From an optimization exercise on the open Yosys and OpenROAD flow, aimed at small area, a short achievable clock period and few clock cycles per item; shortcuts taken in it are not production practice.
At most, simulation tests tie the RTL to the original design; equivalence was not proved.
Power figures rest on the tool's default switching activity, not on a simulated workload.

==> inputs of run R <==
## indent_style_detector_core
module indent_style_detector_core (
	input  logic        clk,
	input  logic        arst_n,
	input  logic        in_valid,
	output logic        in_ready,
	input  logic [7:0]  text_byte,
	input  logic        has_byte,
	input  logic        end_of_line,
	output logic        out_valid,
	input  logic        out_ready,
	output logic        keep_going,
	output logic [1:0]  tab_style,
	output logic [7:0]  indent_size,
	output logic [31:0] lines_seen,
	input  logic        cfg_we,
	input  logic [1:0]  cfg_index,
	input  logic [15:0] cfg_data
);
clock: 8.0 ns
lec_check: 0
abc_area: 1
cap_margin: 20
core_margin: 2
core_utilization: 55
place_density: 0.7
setup_slack_margin: 5.0
slew_margin: 20
standard.sh (not shown) runs the stock make flow with config.mk's settings and CLKGATE_MAP_FILE= SYNTH_SCRIPT=/design/flow/synth_recipe.tcl, a recipe that flattens the netlist after the stock synthesis.
==> flow/flow/run.sh <==
#!/bin/bash
# The standard layout (standard.sh, unchanged synthesis and steps) with three
# tool settings changed (and the wire-load timing repair at floorplan is skipped, as REMOVE_ABC_BUFFERS does): port buffers use the plain buf cell family, CTS uses clkbuf_8 and adds no
# dummy loads, and the setup margin is 5.2.
# The clock period and I/O constraints are untouched.
set -euo pipefail
sed -e 's/SETUP_SLACK_MARGIN=[0-9.]*/SETUP_SLACK_MARGIN=5.2 REMOVE_ABC_BUFFERS=1 "BUFFER_PORTS_ARGS=-buffer_cell sky130_fd_sc_hd__buf_2" "CTS_ARGS=-sink_clustering_enable -repair_clock_nets -dont_use_dummy_load -buf_list sky130_fd_sc_hd__clkbuf_8"/' standard.sh > standard_tuned.sh
bash standard_tuned.sh > standard.log 2>&1
==> run P (differences from run R) <==
--- a/flow/design.v
+++ b/flow/design.v
@@ -408,15 +408,15 @@
 					th_rem_q <= th_rem_q + 4'd1;
 				end
 			end
 			if (s4_hit_q) begin
 				hist_v_q[s4_bin_q] <= 1'b1;
 			end
 			if (max_inc) begin
-				max_q <= max_q + 16'd1;
+				max_q <= bump_val;    
 			end
 			qual_q        <= qual_nx;
 			keep_going_q  <= keep_going_q && (line_nx != max_lines_q);
 			tab_style_q   <= style_nx;
 		end
 	end
 	always_ff @(posedge clk) begin
==> flow/flow/run.sh (replaced) <==
#!/bin/bash
# The standard layout (standard.sh, unchanged synthesis and steps) with three
# tool settings changed: port buffers use the plain buf cell family, CTS uses clkbuf_8 and adds no
# dummy loads, and the setup margin stays at 5.0.
# The clock period and I/O constraints are untouched.
set -euo pipefail
sed -e 's/SETUP_SLACK_MARGIN=[0-9.]*/SETUP_SLACK_MARGIN=5.0 "BUFFER_PORTS_ARGS=-buffer_cell sky130_fd_sc_hd__buf_2" "CTS_ARGS=-sink_clustering_enable -repair_clock_nets -dont_use_dummy_load -buf_list sky130_fd_sc_hd__clkbuf_8"/' standard.sh > standard_tuned.sh
bash standard_tuned.sh > standard.log 2>&1
==> run D (differences from run R) <==
--- a/flow/design.v
+++ b/flow/design.v
@@ -356,17 +356,14 @@
 			if (tab_style_q == isd_pkg::STYLE_TABS) begin
 				style_nx = (space_inc == tab_total_q) ? isd_pkg::STYLE_UNKNOWN : isd_pkg::STYLE_TABS;
 			end else begin
 				style_nx = isd_pkg::STYLE_SPACES;
 			end
 		end
 	end
-	logic [16:0] kg_sub, ql_sub;
-	assign kg_sub = {1'b0, line_total_q} - {1'b0, max_lines_q};
-	assign ql_sub = {4'd0, th_floor_q} - {1'b0, max_q};
 	assign rc_take = rcb_v_q && in_range[rcb_idx_q] && (rd_q > max_q);
 	always_ff @(posedge clk or negedge arst_n) begin
 		if (!arst_n) begin
 			line_total_q  <= 16'd0;
 			tab_total_q   <= 16'd0;
 			space_total_q <= 16'd0;
 			th_floor_q    <= 13'd0;
@@ -385,16 +382,16 @@
 		end else if (rc_busy_q) begin
 			rc_idx_q <= rc_idx_q + 4'd1;
 			if (rc_take) begin
 				max_q <= rd_q;
 			end
 			if (rc_fin) begin
 				rc_busy_q     <= 1'b0;
-				qual_q        <= ql_sub[16];
-				keep_going_q  <= kg_sub[16];
+				qual_q        <= max_q > {3'd0, th_floor_q};
+				keep_going_q  <= line_total_q < max_lines_q;
 			end
 		end else if (s4_fire) begin
 			line_total_q  <= line_nx;
 			if (s4_tabl_q) begin
 				tab_total_q <= tab_inc;
 			end
 			if (s4_spl_q) begin
@@ -421,15 +418,15 @@
 	end
 	always_ff @(posedge clk) begin
 		if (!cfg_we && rc_busy_q) begin
 			if (rc_take) begin
 				max_idx_q <= rcb_idx_q;
 			end
 			if (rc_fin) begin
-				indent_size_q <= ql_sub[16] ? ind_cur : 8'd0;
+				indent_size_q <= (max_q > {3'd0, th_floor_q}) ? ind_cur : 8'd0;
 			end
 		end else if (!cfg_we && s4_fire) begin
 			max_idx_q     <= idx_nx;
 			indent_size_q <= !qual_nx ? 8'd0 : idx_take ? ind_bin : ind_cur;
 		end
 	end
 	always_ff @(posedge clk or negedge arst_n) begin
==> flow/run.sh (new file) <==
#!/bin/bash
# synth_recipe.tcl (not shown) runs the flow's synth.tcl, then flattens the netlist and writes it again
# the make line also repeats each setting of config.mk as NAME=value (left out here)
make -C /OpenROAD-flow-scripts/flow DESIGN_CONFIG=/design/flow/config.mk WORK_HOME=/design/flow/orfs CLKGATE_MAP_FILE= SYNTH_SCRIPT=/design/flow/synth_recipe.tcl finish
removed: flow/flow/run.sh
removed: flow/standard.sh
==> run notes <==
- Against run P, the hold slack of run D is higher by 0.0039 ns.
- The lowest global-route usage belongs to run R, the highest to run D.
- Clock skew: run R > run P > run D.
- In run R the sequential power is lower than in run D, by about 2%.
- Against run P, the register-to-register slack of run R is higher by 0.20 ns.
- Utilization, lowest first: run P, run R, run D.
- Sequential share of layout area: run D < run R < run P.
- The lowest via count belongs to run P, the highest to run D.
- Clock power: run P < run R < run D.
Testbench counts of run R, summed over its fixed seeds: cycles 171,851, lines 9,600.
Testbench counts of run D, summed over its fixed seeds: cycles 171,851, lines 9,600.
The RTL of run P was laid out without a check of its function.

---

==> inputs of quartz <==
RTL: one of the versions met above, not the one the previous note started from.
clock: 8.0 ns
lec_check: 0
abc_area: 1
cap_margin: 20
core_margin: 2
core_utilization: 55
place_density: 0.7
setup_slack_margin: 5.0
slew_margin: 20
==> flow/flow/run.sh <==
#!/bin/bash
# The standard layout (standard.sh, unchanged synthesis and steps) with three
# tool settings changed: port buffers use the plain buf cell family, CTS uses clkbuf_8, clusters of up to 16 sinks and adds no
# dummy loads, and the setup margin stays at 5.0.
# The clock period and I/O constraints are untouched.
set -euo pipefail
sed -e 's/SETUP_SLACK_MARGIN=[0-9.]*/SETUP_SLACK_MARGIN=5.0 "BUFFER_PORTS_ARGS=-buffer_cell sky130_fd_sc_hd__buf_2" "CTS_ARGS=-sink_clustering_enable -repair_clock_nets -dont_use_dummy_load -buf_list sky130_fd_sc_hd__clkbuf_8 -sink_clustering_size 16 -sink_clustering_max_diameter 50"/' standard.sh > standard_tuned.sh
bash standard_tuned.sh > standard.log 2>&1
==> pepper: changes against quartz <==
==> flow/flow/run.sh (replaced) <==
#!/bin/bash
# The standard layout (standard.sh, unchanged synthesis and steps) with three
# tool settings changed: port buffers use the plain buf cell family, CTS adds no
# dummy loads, and the setup repair aims further below the period.
# The clock period and I/O constraints are untouched.
set -euo pipefail
sed -e 's/SETUP_SLACK_MARGIN=[0-9.]*/SETUP_SLACK_MARGIN=5.4 "BUFFER_PORTS_ARGS=-buffer_cell sky130_fd_sc_hd__buf_2" "CTS_ARGS=-sink_clustering_enable -repair_clock_nets -dont_use_dummy_load"/' standard.sh > standard_tuned.sh
bash standard_tuned.sh > standard.log 2>&1
==> willow: changes against quartz <==
--- a/flow/design.v
+++ b/flow/design.v
@@ -71,20 +71,16 @@
 		end
 	end
 	logic       rc_busy_q;
 	logic [3:0] rc_idx_q;
 	logic       rc_fin;
 	assign rc_fin = rc_busy_q && rc_idx_q == 4'd9;
 	logic out_valid_q;
-	logic out_free;    
-	logic s2_go;       
-	logic s2_fire;
-	assign out_free = !out_valid_q || out_ready;
-	assign s2_go    = pend_q && !rc_busy_q;
-	assign s2_fire  = s2_go && out_free;
+	logic adv;
+	assign adv = (!out_valid_q || out_ready) && !rc_busy_q;
 	isd_pkg::isd_word_t in_word;
 	isd_pkg::isd_word_t w0_q, w1_q;
 	logic w0_v_q, w1_v_q;
 	logic in_ready_q;
 	logic acc, cons;
 	logic w0_v_d, w1_v_d;
 	always_comb begin
@@ -107,15 +103,15 @@
 	logic        run_q, tab_q, skip_q, cont_q, spnz_q;
 	logic [15:0] sp_q;
 	logic        run_b, tab_b, skip_b, cont_b, spnz_b;
 	logic [15:0] sp_b;
 	logic        run_d, tab_d, skip_d, cont_d, spnz_d;
 	logic [15:0] sp_d;
 	assign acc  = in_valid && in_ready_q;
-	assign cons = w0_v_q && (!pend_q || s2_fire);
+	assign cons = w0_v_q && (!pend_q || adv);
 	always_comb begin
 		if (cons) begin
 			w0_v_d = w1_v_q || acc;
 			w1_v_d = w1_v_q && acc;
 		end else begin
 			w0_v_d = w0_v_q || acc;
 			w1_v_d = w1_v_q || (w0_v_q && acc);
@@ -183,15 +179,15 @@
 		if (!arst_n) begin
 			pend_q <= 1'b0;
 			clr_q  <= 1'b1;
 		end else begin
 			if (cons) begin
 				pend_q <= w0_q.eol;
 				clr_q  <= w0_q.eol;
-			end else if (s2_fire) begin
+			end else if (adv) begin
 				pend_q <= 1'b0;
 			end
 		end
 	end
 	always_ff @(posedge clk) begin
 		if (cons) begin
 			run_q  <= run_d;
@@ -201,27 +197,29 @@
 			spnz_q <= spnz_d;
 			sp_q   <= sp_d;
 		end
 	end
 	logic [15:0] prev_q;
 	logic [2:0]  bin;
 	logic        hit;
+	logic        s2_fire;
 	logic        s3_v_q, s3_tabl_q, s3_spl_q, s3_hit_q;
 	logic [2:0]  s3_bin_q;
+	assign s2_fire = adv && pend_q;
 	logic [16:0] d_up;
 	logic        s2b_v_q, s2b_neg_q, s2b_hiz_q, s2b_hio_q, s2b_cls_q, s2b_tabl_q, s2b_spl_q;
 	logic [7:0]  s2b_dlo_q;
 	assign d_up = {1'b0, sp_q} - {1'b0, prev_q};
 	always_ff @(posedge clk or negedge arst_n) begin
 		if (!arst_n) begin
 			prev_q  <= 16'd0;
 			s2b_v_q <= 1'b0;
-		end else if (out_free) begin
-			s2b_v_q <= s2_go;
-			if (s2_go && !skip_q && !tab_q && cont_q) begin
+		end else if (adv) begin
+			s2b_v_q <= pend_q;
+			if (pend_q && !skip_q && !tab_q && cont_q) begin
 				prev_q <= sp_q;
 			end
 		end
 	end
 	always_ff @(posedge clk) begin
 		if (s2_fire) begin
 			s2b_neg_q  <= d_up[16];
@@ -233,27 +231,27 @@
 			s2b_spl_q  <= !skip_q && !tab_q && spnz_q;
 		end
 	end
 	logic [8:0]  e_up;
 	logic [9:0]  e_dn;
 	logic        win_up, win_dn;
 	logic        s2b_fire;
-	assign s2b_fire = out_free && s2b_v_q;
+	assign s2b_fire = adv && s2b_v_q;
 	always_comb begin
 		e_up   = {1'b0, s2b_dlo_q} - {1'b0, min_indent_q};
 		e_dn   = {2'b0, ~s2b_dlo_q} + 10'd1 - {2'b0, min_indent_q};
 		win_up = s2b_hiz_q && !e_up[8] && (e_up[7:3] == 5'd0) && in_range[e_up[2:0]];
 		win_dn = s2b_hio_q && (e_dn[9:3] == 7'd0) && in_range[e_dn[2:0]];
 		bin    = s2b_neg_q ? e_dn[2:0] : e_up[2:0];
 		hit    = s2b_cls_q && (s2b_neg_q ? win_dn : win_up);
 	end
 	always_ff @(posedge clk or negedge arst_n) begin
 		if (!arst_n) begin
 			s3_v_q <= 1'b0;
-		end else if (out_free) begin
+		end else if (adv) begin
 			s3_v_q <= s2b_v_q;
 		end
 	end
 	always_ff @(posedge clk) begin
 		if (s2b_fire) begin
 			s3_tabl_q <= s2b_tabl_q;
 			s3_spl_q  <= s2b_spl_q;
@@ -268,26 +266,26 @@
 	logic [15:0] bump_val;
 	logic [15:0] rd_q;
 	logic        s4_v_q, s4_tabl_q, s4_spl_q, s4_hit_q;
 	logic [2:0]  s4_bin_q;
 	logic        rcb_v_q;        
 	logic [2:0]  rcb_idx_q;
 	logic        s3_fire, s4_fire;
-	assign s3_fire  = out_free && s3_v_q;
-	assign s4_fire  = out_free && s4_v_q;
+	assign s3_fire  = adv && s3_v_q;
+	assign s4_fire  = adv && s4_v_q;
 	assign rd_idx   = rc_busy_q ? rc_idx_q[2:0] : s3_bin_q;
 	assign bump_val = sat_inc(rd_q);
 	assign rd_val   = (s4_fire && s4_hit_q && s4_bin_q == rd_idx) ? bump_val
 		: hist_v_q[rd_idx] ? hist_q[rd_idx] : 16'd0;
 	always_ff @(posedge clk or negedge arst_n) begin
 		if (!arst_n) begin
 			s4_v_q  <= 1'b0;
 			rcb_v_q <= 1'b0;
 		end else begin
-			if (out_free) begin
+			if (adv) begin
 				s4_v_q <= s3_v_q;
 			end
 			rcb_v_q <= !cfg_we && rc_busy_q && !rc_idx_q[3];
 		end
 	end
 	always_ff @(posedge clk) begin
 		if (s3_fire || rc_busy_q) begin
@@ -312,28 +310,30 @@
 	logic [15:0] max_q;         
 	logic [2:0]  max_idx_q;     
 	logic        qual_q;        
 	logic        th_inc, th_sat, fl_inc;
 	logic [12:0] floor_inc;
 	logic        max_inc, idx_take;
 	logic [15:0] line_nx, tab_inc, space_inc;
+	logic [15:0] max_m1;
 	logic [7:0]  ind_bin, ind_cur;
 	logic [1:0]  style_nx;
 	logic        qual_nx;
 	logic [2:0]  idx_nx;
 	logic        rc_take;
 	logic        keep_going_q;
 	logic [1:0]  tab_style_q;
 	logic [7:0]  indent_size_q;
 	assign th_inc    = s4_tabl_q || s4_hit_q;
 	assign th_sat    = (th_floor_q == 13'd6553) && (th_rem_q == 4'd5);
 	assign fl_inc    = th_inc && !th_sat && (th_rem_q == 4'd9);
 	assign floor_inc = th_floor_q + 13'd1;
+	assign max_m1    = max_q - 16'd1;
 	assign max_inc   = s4_hit_q && (rd_q == max_q) && !(&max_q);
-	assign idx_take  = max_inc || (s4_hit_q && (bump_val == max_q) && (s4_bin_q < max_idx_q));
+	assign idx_take  = max_inc || (s4_hit_q && (rd_q == max_m1) && (s4_bin_q < max_idx_q));
 	assign idx_nx    = idx_take ? s4_bin_q : max_idx_q;
 	assign ind_bin   = min_indent_q + {5'd0, s4_bin_q};
 	assign ind_cur   = min_indent_q + {5'd0, max_idx_q};
 	assign line_nx   = sat_inc(line_total_q);
 	assign tab_inc   = sat_inc(tab_total_q);
 	assign space_inc = sat_inc(space_total_q);
 	always_comb begin
@@ -428,15 +428,15 @@
 			max_idx_q     <= idx_nx;
 			indent_size_q <= !qual_nx ? 8'd0 : idx_take ? ind_bin : ind_cur;
 		end
 	end
 	always_ff @(posedge clk or negedge arst_n) begin
 		if (!arst_n) begin
 			out_valid_q <= 1'b0;
-		end else if (out_free) begin
+		end else if (adv) begin
 			out_valid_q <= s4_v_q;
 		end
 	end
 	assign out_valid   = out_valid_q;
 	assign keep_going  = keep_going_q;
 	assign tab_style   = tab_style_q;
 	assign indent_size = indent_size_q;
==> flow/run.sh (new file) <==
#!/bin/bash
# synth_recipe.tcl (not shown) runs the flow's synth.tcl, then flattens the netlist and writes it again
# the make line also repeats each setting of config.mk as NAME=value (left out here)
make -C /OpenROAD-flow-scripts/flow DESIGN_CONFIG=/design/flow/config.mk WORK_HOME=/design/flow/orfs CLKGATE_MAP_FILE= SYNTH_SCRIPT=/design/flow/synth_recipe.tcl finish
Settings changed: ABC_AREA 1 to unset, ABC_CLOCK_PERIOD_IN_PS set to 3000, SETUP_SLACK_MARGIN 5.0 to 4.7.
removed: flow/flow/run.sh
removed: flow/standard.sh
==> notes <==
The lowest combinational power belongs to willow, the highest to pepper.
In quartz the register-to-register slack is higher than in willow, by 0.48 ns.
The highest design area belongs to pepper, the lowest to quartz.
The lowest non-clock buffer count belongs to quartz, the highest to pepper.
First-iteration DRC count: quartz > pepper > willow.
In quartz the clock skew is higher than in willow, by 0.042 ns.
Against pepper, the routed wire length of willow is smaller by 18%.
Flip-flop and latch count is the same in pepper and quartz.
Of quartz and willow, quartz has the higher synthesized cell count (gap 35%, measured against willow).
Testbench counts of quartz, summed over its fixed seeds: cycles 171,851, lines 9,600.
Testbench counts of pepper, summed over its fixed seeds: cycles 171,851, lines 9,600.
Only the layout flow was run in willow; the RTL was not checked for function there.

-- separate check: timing with driven ports --
The results above use ideal ports. As a check the final layouts listed here were re-extracted and re-timed, cells and wires unchanged.
Step 1 (the two cells are an assumption about what drives the block):
set clk [get_ports {clk}]
set_driving_cell -lib_cell sky130_fd_sc_hd__clkbuf_16 $clk
set_driving_cell -lib_cell sky130_fd_sc_hd__buf_2 [delete_from_list [all_inputs] $clk]
Step 2 also shifts input and output timing later by t, the mid clock arrival at the registers, as if the neighbouring blocks saw the same clock.
Three values: ideal, step 1, step 2; two values: the first two.
run	t (ns)	setup slack, ns	worst hold slack (ns)	worst setup path at the end	worst slew at a driven data input, ns
run R	0.654	5.126 / 5.073 / 4.535	0.416 / 0.416 / 0.416	input to register	0.08
run P	0.694	4.982 / 4.982 / 4.452	0.405 / 0.405 / 0.405	input to register	0.05
run D	0.621	5.042 / 4.984 / 4.479	0.409 / 0.409 / 0.409	input to register	0.05
quartz	0.647	5.048 / 5.002 / 4.429	0.411 / 0.411 / 0.411	input to register	0.04
pepper	0.611	5.201 / 5.141 / 4.865	0.422 / 0.422 / 0.422	input to register	0.05
willow	0.615	4.643 / 4.643 / 4.246	0.425 / 0.425 / 0.425	input to register	0.08
After both steps setup and hold are still met in every run listed. The setup slack of quartz, which loses most, moves by -0.046 ns with the drivers and by -0.619 ns with both steps.
